This is an optimization exercise on Yosys and OpenROAD, whose aim is small area, not a production implementation. Only simulation tests tie the RTL to the original design; equivalence was not proved. No activity file was given, so power comes from the tool's default toggle rates.

==> flow/design.v (outline; a module is shown in full before it is edited, if it fits) <==
// module perf_event_decode: 38 lines
// module perf_counter: 55 lines
// module perf_ha: 9 lines
// module perf_xor2: 7 lines
// module perf_ao22: 9 lines
// module perf_aoi222: 11 lines
// module perf_aoi22: 9 lines
// module perf_nand2: 7 lines
// module perf_nand4: 9 lines
// module perf_and4: 9 lines
// module perf_a21o: 8 lines
// module perf_csr_file: 304 lines
// module perf_monitor_top: 103 lines
module perf_monitor_top (
  input  logic                                clk_i,
  input  logic                                rst_ni,
  input  logic                                instr_ret_i,
  input  logic                                imiss_i,
  input  logic                                jump_i,
  input  logic                                branch_i,
  input  logic                                branch_taken_i,
  input  logic [perf_pkg::NUM_EXT_EVENTS-1:0] ext_event_i,
  input  logic                                data_req_i,
  input  logic                                data_gnt_i,
  input  logic                                data_we_i,
  input  logic                                csr_access_i,
  input  logic [csr_pkg::CSR_ADDR_W-1:0]      csr_addr_i,
  input  csr_pkg::csr_op_t                    csr_op_i,
  input  logic [31:0]                         csr_wdata_i,
  output logic [31:0]                         csr_rdata_o,
  output logic                                csr_illegal_o
);
  // ...
==> flow/run.sh <==
#!/bin/bash
# synth_recipe.tcl (not shown) runs the flow's synth.tcl, then flattens the netlist and writes it again
# the make line also repeats each setting of config.mk as NAME=value (left out here)
make -C /OpenROAD-flow-scripts/flow DESIGN_CONFIG=/design/flow/config.mk WORK_HOME=/design/flow/orfs CLKGATE_MAP_FILE= SYNTH_SCRIPT=/design/flow/synth_recipe.tcl finish
==> flow/config.mk <==
export PLATFORM = sky130hd
export DESIGN_NAME = perf_monitor_top
export DESIGN_NICKNAME = perf_monitor_top
export VERILOG_FILES = /design/flow/design.v
export SDC_FILE = /design/flow/constraint.sdc
export NUM_CORES = 4
export LEC_CHECK = 0
export CAP_MARGIN = 20
export CORE_MARGIN = 2
export CORE_UTILIZATION = 55
export SLEW_MARGIN = 20
export SYNTH_HIERARCHICAL = 1
==> flow/constraint.sdc <==
create_clock -name core_clock -period 8.0 [get_ports {clk_i}]
set_input_delay 1.6000 -clock core_clock [delete_from_list [all_inputs] [get_ports {clk_i}]]
set_output_delay 1.6000 -clock core_clock [all_outputs]
set_load 0.01 [all_outputs]
==> impl_metrics.ini, run 1 <==
[clocking]
cts.path.max_buffers = 3
htreeDepth = 2
root_buffer = clkbuf_16
cts_setup_buffers = 0
clkLatencyLatePin_ns = 0.60
ctsResizeCount = 0
cts_sinks = 468
numCtsBuffers = 52

[routing]
wl_met1_mm = 33.1
first_pass_iters = 6
via_per_inst = 7.15

[final_layout]
most-common-layout-cells = dfrtp_1, a22o_1, ha_1
multi_input_area_share_pct = 45.3
buffers = 159
inv_count = 23

[status]
outcome = timing/DRC/antenna clean

[sta]
slew_viol_final = 0
maxClockFrequency_mhz = 139
finalHoldViolCount = 0
worst_slew_pin_slew_ns = 1.07
fin_tns_setup_ns = 0
clock-skew-final_ns = 0.0119

[floorplan]
dieArea_um2 = 46600
start_util_pct = 55.7
rows = 77
die_y_um = 216

[global_route]
grt_use_met1_pct = 47.6
antenna_found_initial = 2
grt_pass1_wl_mm = 124
grt_max_degree = 165
grt_use_met3_pct = 5.02
met2_usage_pct = 58.6

[setup_path]
crit_cells = 27
cpLargestDelayFamily = adder cells
worst-path-buf-inv = 1
endpoint_kind = flop
slowest_stage = clkdlybuf4s50_1

[placed_design]
post-place-ws_ns = 0.307
dp_hpwl_mm = 58.0
place_area_um2 = 27000

[job]
maxCapViolations = 0

[power_and_ir_drop]
p_clk_uw = 2550
ir_worst_vdd_mv = 0.254
swShare_pct = 24.7

[hold_path]
holdPathStages = 1
==> inputs of run 2 (changes only) <==
==> flow/flow/run.sh (new file) <==
#!/bin/bash
# The standard layout (the standard.sh), with two changes: the port
# buffers are the minimum-size buffer, and the clock tree is built from
# clkbuf_8 cells over clusters of at most 16 flip-flops, without dummy loads.
set -euo pipefail
export BUFFER_PORTS_ARGS="-buffer_cell sky130_fd_sc_hd__buf_1"
export CTS_ARGS="-sink_clustering_enable -repair_clock_nets -dont_use_dummy_load -buf_list {sky130_fd_sc_hd__clkbuf_8} -sink_clustering_size 16 -sink_clustering_max_diameter 60"
bash standard.sh > standard_make.log 2>&1
==> flow/standard.sh (new file) <==
#!/bin/bash
# synth_recipe.tcl (not shown) runs the flow's synth.tcl, then flattens the netlist and writes it again
# the make line also repeats each setting of config.mk as NAME=value (left out here)
make -C /OpenROAD-flow-scripts/flow DESIGN_CONFIG=/design/flow/config.mk WORK_HOME=/design/flow/orfs CLKGATE_MAP_FILE= SYNTH_SCRIPT=/design/flow/synth_recipe.tcl "${@:-finish}"
--- a/flow/config.mk
+++ b/flow/config.mk
@@ -7,6 +7,6 @@
 export LEC_CHECK = 0
 export CAP_MARGIN = 20
 export CORE_MARGIN = 2
-export CORE_UTILIZATION = 55
+export CORE_UTILIZATION = 70
 export SLEW_MARGIN = 20
 export SYNTH_HIERARCHICAL = 1
removed: flow/run.sh
==> run 2 against run 1 <==
Effect of this change:
- clock skew up 0.057 ns
- combinational power down 2%
- via count up 0.52%
- critical path type unchanged
- cell count down 7.5%
- setup slack better by 0.37 ns
- worst hold slack worse by 0.0093 ns
- largest cell class unchanged
- fmax up 5.5%
- sequential power about the same
- sequential share of layout area up 3.3 points
- still clean
- flip-flop and latch count unchanged
- non-clock buffer count down 10
==> impl_metrics.ini, run 2 <==
[status]
outcome = timing/DRC/antenna clean

[job]
maxCapViolations = 0

[clocking]
numCtsBuffers = 37
cts.path.max_buffers = 3
cts.clk_slew.worst_paths_ns = 0.10
cts_setup_buffers = 0
cts_sinks = 468
htreeDepth = 2
clkLatencyLatePin_ns = 0.60
cts_tree = built
ctsResizeCount = 0
hold_buffers = 0
root_buffer = clkbuf_8

[setup_path]
r2r_slack_ns = 2.72
crit_path_frequent_cell = ha_1
critPathArrivalTime_ns = 7.30
cpLargestDelayFamily = adder cells
critical_path_class = primary input to flop
crit_cells = 30
slowest_delay_ns = 0.49
slowest_stage = nor4bb_2
reg2regPathDepth = 26
crit_fanout = 10
worst-path-buf-inv = 1
worstSetupStartpointType = primary input
endpoint_kind = flop
crit_required_ns = 8.48

[final_layout]
syn2layout_area_growth_pct = 8.22
drive_gt1_share_pct = 7.92
nets = 2521
most-common-layout-cells = dfrtp_1, a22o_1, ha_1
layout_commonest_cell = dfrtp_1
reg_top3 = g_hpm.u_hpm.count_q (320), u_mcycle.count_q (64), u_minstret.count_q (64)
instances_no_fill = 2490
largest_register_ffs = 320
top_register = g_hpm.u_hpm.count_q

[sta]
period_minus_slack_ns = 6.81
hold_slack_ns = 0.460
clock-skew-final_ns = 0.0689
setup_ws_ns = 1.19
relSlewSlack_pct = 15.7
maxClockFrequency_mhz = 147
rsz0062_at_grt = no
slew_viol_final = 0
finalHoldViolCount = 0
min_period_over_period_pct = 85.1
setup_viol = 0
fin_tns_setup_ns = 0
worst_slew_pin_slew_ns = 1.26

[floorplan]
ios = 92
start_util_pct = 71.3
die_y_um = 192
die-width_um = 192
rows = 68
coreArea_um2 = 34600
dieArea_um2 = 36800

[routing]
antenna_left = 0
first_pass_iters = 8
via_per_inst = 7.78
wl_per_cell_um = 30.4
drc = 0
num_vias = 19365
drt_iter0_markers = 2610
routed_wl_mm = 75.8

[synthesis]
ys_warn_count = 10
syn_avg_cell_area_um2 = 13.3
synthCells = 1855
syn_nets = 2340
syn_area_um2 = 24700

[global_route]
grt_max_degree = 163
grt_pass1_wl_mm = 115
antenna_found_initial = 2
grt_pass1_vias = 19424
grt_overflow_total = 0
track_usage_pct = 42.0

[power_and_ir_drop]
power_uw = 4370
leakagePower_uw = 0.0145
power_density_nw_per_um2 = 163
ir_worst_vdd_mv = 0.209

[placed_design]
dp_hpwl_mm = 54.2
place_inst = 2451
gp_congestion = 0.952
post-place-ws_ns = 0.703
port_buffers = 91

[hold_path]
holdPathStages = 1
hp-class = flop to flop
-- run 2: path summary, 6_finish.rpt --
path	start	end
worst max-delay path	csr_addr_i[6]	u_mcycle.count_q[43]
worst min-delay path	u_csr.inhibit_q[6]	u_decode.inc_o[6]
worst max register to register	u_decode.inc_o[2]	u_minstret.count_q[43]
worst min register to register	u_csr.inhibit_q[6]	u_decode.inc_o[6]
max in group asynchronous	rst_ni	g_hpm[2].u_hpm.count_q[4]
min in group asynchronous	rst_ni	g_hpm[6].u_hpm.count_q[31]
-- run 2: final cells by class --
type / count / area (um2)
diodes: 1 / 2.50
clock buffers: 37 / 509
fillers: 2307 / 7890
inverters: 23 / 86.3
multi-input cells: 1357 / 13000
flip-flops and latches: 468 / 11700
well taps: 455 / 569
repair buffers: 149 / 831
-- run 2: power breakdown --
part           internal [uW]  switching [uW]  total (uW)
Combinational            233             270         503
Clock                    417             755        1170
Sequential              2530             160        2690
Total                   3180            1190        4370
-- run 2: per-stage QoR --
stage	cell area [um2]	utilization [%]
after floorplan	24700	-
after global placement	26200	75.6
after detailed placement	26200	75.6
after CTS	26700	77.1
after global routing	26700	77.2
final	26700	77.2
-- run 2: worst reg2reg max path: cells and delay by family (launching register included) --
| kind | cells | cell delay (ns) |
|---|---|---|
| AO/OA/AOI/OAI | 1 | 0.18 |
| XOR/XNOR | 1 | 0.16 |
| adder cells (fa/ha/maj) | 21 | 3.92 |
| flip-flops | 1 | 0.45 |
| AND/OR/NAND/NOR | 3 | 0.44 |
-- run 2: layer usage --
metal  GRT usage [%]  up-vias  wire length (um)
met2            66.6     1091             35200
met5               0        -                14
met3            9.61      260              7660
met4            22.0        2              4180
met1            54.2     9785             28700
li1                -     8227                 -
==> inputs of run 3 (changes only) <==
--- a/flow/config.mk
+++ b/flow/config.mk
@@ -7,6 +7,6 @@
 export LEC_CHECK = 0
 export CAP_MARGIN = 20
 export CORE_MARGIN = 2
-export CORE_UTILIZATION = 70
+export CORE_UTILIZATION = 75
 export SLEW_MARGIN = 20
 export SYNTH_HIERARCHICAL = 1
==> run 3 against run 2 <==
Effect of this change:
- non-clock buffer count grew 3
- register-to-register slack got worse by 0.04 ns
- critical path depth unchanged
- critical endpoint unchanged
- clock skew down 0.0062 ns
- routed wire length increased by 1.5%
- fmax is 1.7% lower
- setup slack got worse by 0.12 ns
- largest power group unchanged
- total power up 0.29%
- still clean
==> impl_metrics.ini, run 3 <==
[sta]
rsz0062_at_grt = no
finalHoldViolCount = 0
setup_viol = 0
setup_ws_ns = 1.07
relSlewSlack_pct = 20.5
slew_viol_final = 0
clock-skew-final_ns = 0.0627
hold_slack_ns = 0.450
maxClockFrequency_mhz = 144
min_period_over_period_pct = 86.6
worst_slew_pin_slew_ns = 1.19
period_minus_slack_ns = 6.93
fin_tns_setup_ns = 0

[clocking]
hold_buffers = 0
numCtsBuffers = 38
cts_setup_buffers = 0
cts.path.max_buffers = 3
cts_tree = built
cts.clk_slew.worst_paths_ns = 0.10
htreeDepth = 2
ctsResizeCount = 0
cts_sinks = 468
root_buffer = clkbuf_8
clkLatencyLatePin_ns = 0.60

[global_route]
grt_overflow_total = 0
met2_usage_pct = 71.1
grt_busiest_layer = met2
grt_pass1_wl_mm = 118
grt_use_met1_pct = 59.9
antenna_found_initial = 1
grt_max_degree = 131
grt_pass1_vias = 19941
grt_use_met3_pct = 12.4
track_usage_pct = 46.3

[setup_path]
slowest_delay_ns = 0.50
crit_required_ns = 8.50
critPathArrivalTime_ns = 7.43
critical_path_class = primary input to flop
slowest_stage = nor4bb_2
endpoint_kind = flop
worstSetupStartpointType = primary input
worst-path-buf-inv = 1
crit_path_frequent_cell = ha_1
crit_fanout = 10
cpLargestDelayFamily = adder cells

[placed_design]
gp_congestion = 0.991
port_buffers = 91
dp_hpwl_mm = 54.2
post-place-ws_ns = 0.618

[routing]
drt_iter0_markers = 2964
num_vias = 19893
antenna_left = 0
first_pass_iters = 9
via_per_inst = 8.01
wl_per_cell_um = 31.0
drc = 0
routed_wl_mm = 76.9

[floorplan]
rows = 66
start_util_pct = 76.1
dieArea_um2 = 34400
die_y_um = 185
die-width_um = 185
ios = 92
coreArea_um2 = 32500

[final_layout]
reg_top3 = g_hpm.u_hpm.count_q (320), u_mcycle.count_q (64), u_minstret.count_q (64)
most-common-layout-cells = dfrtp_1, a22o_1, ha_1
top_register = g_hpm.u_hpm.count_q
syn2layout_area_growth_pct = 8.15
nFillCells = 1917
layout_commonest_cell = dfrtp_1
largest_register_ffs = 320
nets = 2525
drive_gt1_share_pct = 8.15

[synthesis]
synthCells = 1855
syn_avg_cell_area_um2 = 13.3
syn_nets = 2340
syn_area_um2 = 24700
ys_warn_count = 10

[job]
maxCapViolations = 0

[status]
outcome = timing/DRC/antenna clean

[hold_path]
hp-class = flop to flop

[power_and_ir_drop]
power_density_nw_per_um2 = 164
ir_worst_vdd_mv = 0.182
leakagePower_uw = 0.0145
run 3: metrics by stage:
step | cells | instance area [um2] | power (uW) | utilization [%]
final | 2482 | 26700 | 4380 | 82.3
after detailed placement | 2441 | 26200 | 3220 | 80.6
after global routing | 2480 | 26700 | 4550 | 82.3
after global placement | 2440 | 26100 | 3180 | 80.5
after CTS | 2479 | 26700 | 4370 | 82.2
after floorplan | 1855 | 24700 | 2990 | -
run 3: path summary, 6_finish.rpt:
kind | startpoint | endpoint | slack (ns) | cells after the start
max reg2reg | u_mcycle.count_q[12] | u_mcycle.count_q[43] | 2.68 | 26
min | u_csr.inhibit_q[3] | u_decode.inc_o[3] | 0.45 | 1
min in group asynchronous | rst_ni | u_mcycle.count_q[60] | 1.15 | 1
max | csr_addr_i[6] | u_mcycle.count_q[43] | 1.07 | 30
max in group asynchronous | rst_ni | u_minstret.count_q[55] | 5.51 | 2
min reg2reg | u_csr.inhibit_q[3] | u_decode.inc_o[3] | 0.45 | 1
run 3: layout make-up:
class	count	area [um2]	area share, %
clock buffer	38	523	1.96
antenna	2	5.00	0.0187
inverter	23	86.3	0.323
sequential	468	11700	43.8
tap	442	553	2.07
multi-input combinational	1357	13000	48.7
timing repair buffer	152	837	3.13
run 3: power by group:
| part | switching (uW) | total (uW) | internal, uW |
|---|---|---|---|
| clock | 760 | 1190 | 428 |
| sequential | 154 | 2690 | 2530 |
| combinational | 272 | 506 | 233 |
run 3: metal layers:
| layer | vias to the layer above | share of wire (%) |
|---|---|---|
| li1 | 8227 | - |
| met1 | 9979 | 37 |
| met2 | 1374 | 45 |
| met3 | 313 | 12 |
| met4 | 0 | 6.3 |
| met5 | - | 0 |
run 3: worst reg2reg max path, stage by stage (launching register included):
cell	delay, ns
dfrtp_1	0.42
and4_1	0.21
nand4_1	0.13
nor2_1	0.06
ha_1	0.18
ha_1	0.18
ha_1	0.19
ha_1	0.19
ha_1	0.20
ha_1	0.19
ha_1	0.18
ha_1	0.19
ha_1	0.19
ha_1	0.18
ha_1	0.18
ha_1	0.19
ha_1	0.18
ha_1	0.19
ha_1	0.19
ha_1	0.21
ha_1	0.20
ha_1	0.20
ha_1	0.20
ha_1	0.19
ha_1	0.21
xor2_1	0.19
a22o_1	0.20
==> inputs of run 4 (changes only) <==
==> flow/flow/run.sh (replaced) <==
#!/bin/bash
# The standard layout (the standard.sh), with three changes: the port
# buffers are the minimum-size buffer, the clock tree is built from clkbuf_8
# cells over clusters of at most 16 flip-flops without dummy loads, and after
# global routing gates off the critical paths are sized down (ORFS's
# RECOVER_POWER step).
set -euo pipefail
export BUFFER_PORTS_ARGS="-buffer_cell sky130_fd_sc_hd__buf_1"
export CTS_ARGS="-sink_clustering_enable -repair_clock_nets -dont_use_dummy_load -buf_list {sky130_fd_sc_hd__clkbuf_8} -sink_clustering_size 16 -sink_clustering_max_diameter 60"
export RECOVER_POWER=100
bash standard.sh > standard_make.log 2>&1
==> run 4 against run 3 <==
Effect of this change:
- now fails the layout checks on capacitance limit, slew limit
- synthesized area is the same
- first-iteration DRC count grew 3.7%
- routed wire length is essentially flat
- clock power is essentially flat
- cell count is the same
- count of clock-buffer cells in the layout is the same
- largest cell class unchanged
- via count grew 0.37%
- total power shrank 0.20%
- synthesized cell count is the same
- setup slack lost 0.59 ns
==> impl_metrics.ini, run 4 <==
[final_layout]
reg_top3 = g_hpm.u_hpm.count_q (320), u_mcycle.count_q (64), u_minstret.count_q (64)
nets = 2525
final_util_pct = 81.9
syn2layout_area_growth_pct = 7.55
layout_commonest_cell = dfrtp_1
largest_register_ffs = 320
top_register = g_hpm.u_hpm.count_q
drive_gt1_share_pct = 6.53
fin_area_um2 = 26600
instances_no_fill = 2482
most-common-layout-cells = dfrtp_1, a22o_1, ha_1

[routing]
routed_wl_mm = 76.9
first_pass_iters = 9
via_per_inst = 8.04
drc = 0
antenna_left = 0
wl_per_cell_um = 31.0
drt_iter0_markers = 3073
num_vias = 19967

[global_route]
grt_overflow_total = 0
grt_pass1_wl_mm = 118
grt_pass1_vias = 19941
track_usage_pct = 46.3
antenna_found_initial = 1
grt_max_degree = 131

[clocking]
hold_buffers = 0
cts.path.max_buffers = 3
clkLatencyLatePin_ns = 0.60
cts_setup_buffers = 0
numCtsBuffers = 38
ctsResizeCount = 0
htreeDepth = 2
cts_sinks = 468
cts_tree = built
root_buffer = clkbuf_8
cts.clk_slew.worst_paths_ns = 0.09

[setup_path]
rr_startpoint = g_hpm[7].u_hpm.count_q[9]
crit_path_frequent_cell = buf_1
slowest_delay_ns = 1.62
slowest_stage = nor2_1
worstSetupStartpointType = primary input
reg2regPathDepth = 24
crit_fanout = 24
endpoint_kind = output pin
cp-endpoint = csr_rdata_o[4]
cp_cell_sequence = buf_1 -> nor4bb_1 -> clkbuf_1 -> nand3_2 -> nor2_1 -> a222oi_1 -> and4_1 -> nand4_1 -> buf_1
r2r_slack_ns = 2.71
crit_required_ns = 6.40
critPathArrivalTime_ns = 5.92
cp-startpoint = csr_addr_i[6]
reg2reg_to = g_hpm[7].u_hpm.count_q[39]
critical_path_class = primary input to output pin

[floorplan]
dieArea_um2 = 34400
die-width_um = 185
rows = 66
die_y_um = 185
start_util_pct = 76.1
coreArea_um2 = 32500
ios = 92

[power_and_ir_drop]
seqPwrFrac_pct = 61.5
p_comb_share_pct = 11.4
ir_worst_vdd_mv = 0.179
p_sw_uw = 1180
power_density_nw_per_um2 = 164
internal_power_uw = 3180
swShare_pct = 27.1
leakagePower_uw = 0.0144
p_clk_share_pct = 27.2

[placed_design]
place_area_um2 = 26200
gp_congestion = 0.991
place_inst = 2441
port_buffers = 91
dp_hpwl_mm = 54.2

[sta]
rsz0062_at_grt = no
clock-skew-final_ns = 0.0613
finalHoldViolCount = 0
min_period_over_period_pct = 94.0
fin_tns_setup_ns = 0
hold_slack_ns = 0.448
worst_slew_pin_slew_ns = 3.47
slew_viol_final = 481
period_minus_slack_ns = 7.52
setup_viol = 0
maxClockFrequency_mhz = 133
relSlewSlack_pct = -131

[synthesis]
syn_area_um2 = 24700
ys_warn_count = 10
synthCells = 1855
syn_nets = 2340
syn_avg_cell_area_um2 = 13.3

[job]
maxCapViolations = 11

[hold_path]
hp-class = flop to flop

[status]
outcome = complete, but fails checks
so_faults = capacitance limit, slew limit
## run 4: worst min path at each step
stage,from,end,cells after the start
after floorplan,u_csr.inhibit_q[0],u_decode.inc_o[0],1
after global placement,u_csr.inhibit_q[10],u_decode.inc_o[10],1
after detailed placement,u_csr.inhibit_q[2],u_decode.inc_o[2],1
after CTS,u_csr.inhibit_q[3],u_decode.inc_o[3],1
after global routing,u_csr.inhibit_q[2],u_decode.inc_o[2],1
final,u_csr.inhibit_q[3],u_decode.inc_o[3],1
## run 4: final cells by class
cell class,instances,area [um2]
fill,1954,5880
timing repair buffer,152,741
tap,442,553
sequential,468,11700
multi-input combinational,1357,13000
clock buffer,38,523
antenna,2,5.00
inverter,23,86.3
## run 4: metal layers
layer,global-route usage [%],up-vias,share of wire [%]
met2,71.1,1457,45
li1,-,8237,-
met1,59.9,9938,36
met5,0,-,0
met4,26.2,0,6.4
met3,12.4,335,12
## run 4: through the flow
| step | worst slack (ns) | total power (uW) |
|---|---|---|
| floorplan | 1.35 | 2990 |
| global placement | 0.816 | 3180 |
| detailed placement | 0.618 | 3220 |
| CTS | 1.22 | 4370 |
| global route | 0.505 | 4540 |
| finish | 0.479 | 4370 |
## run 4: worst max-delay path, delay by kind of cell
family / cells / cell delay [ns]
buf+inv: 3 / 0.71
simple gates: 5 / 3.15
compound gates: 1 / 0.43
## run 4: power by group through the flow
stage                     combinational, uW  sequential [uW]  clock [uW]
after global routing                    561             2700        1280
after detailed placement                495             2730           0
after CTS                               497             2680        1190
after global placement                  461             2720           0
after floorplan                         311             2670           0
final                                   497             2690        1190

-- port drivers added, routing unchanged --
How much do the figures lean on ideal ports? The routed layouts below were timed once more, with nothing changed but the port constraints. Step 1, drivers: a clkbuf_16 drives clk_i and a buf_2 each remaining input, both assumed. Step 2 times the ports against the registers' clock, not the clock port: input delays grow and output delays shrink by t, the midpoint of the rising clock arrivals with the driver on. Three values: no drivers, after step 1, after step 2; two values: the first two.
run | shift t [ns] | setup WS [ns] | worst slew at a driven data input, ns
run 1 | 0.653 | 0.815 / 0.853 / 0.200 | 0.05
run 2 | 0.615 | 1.189 / 1.223 / 0.608 | 0.04
run 3 | 0.623 | 1.070 / 1.101 / 0.478 | 0.04
run 4 | 0.621 | 0.479 / 0.456 / 0.173 | 0.04
For run 1, which loses most, drivers alone change the setup slack by +0.038 ns; drivers and shift together by -0.615 ns.
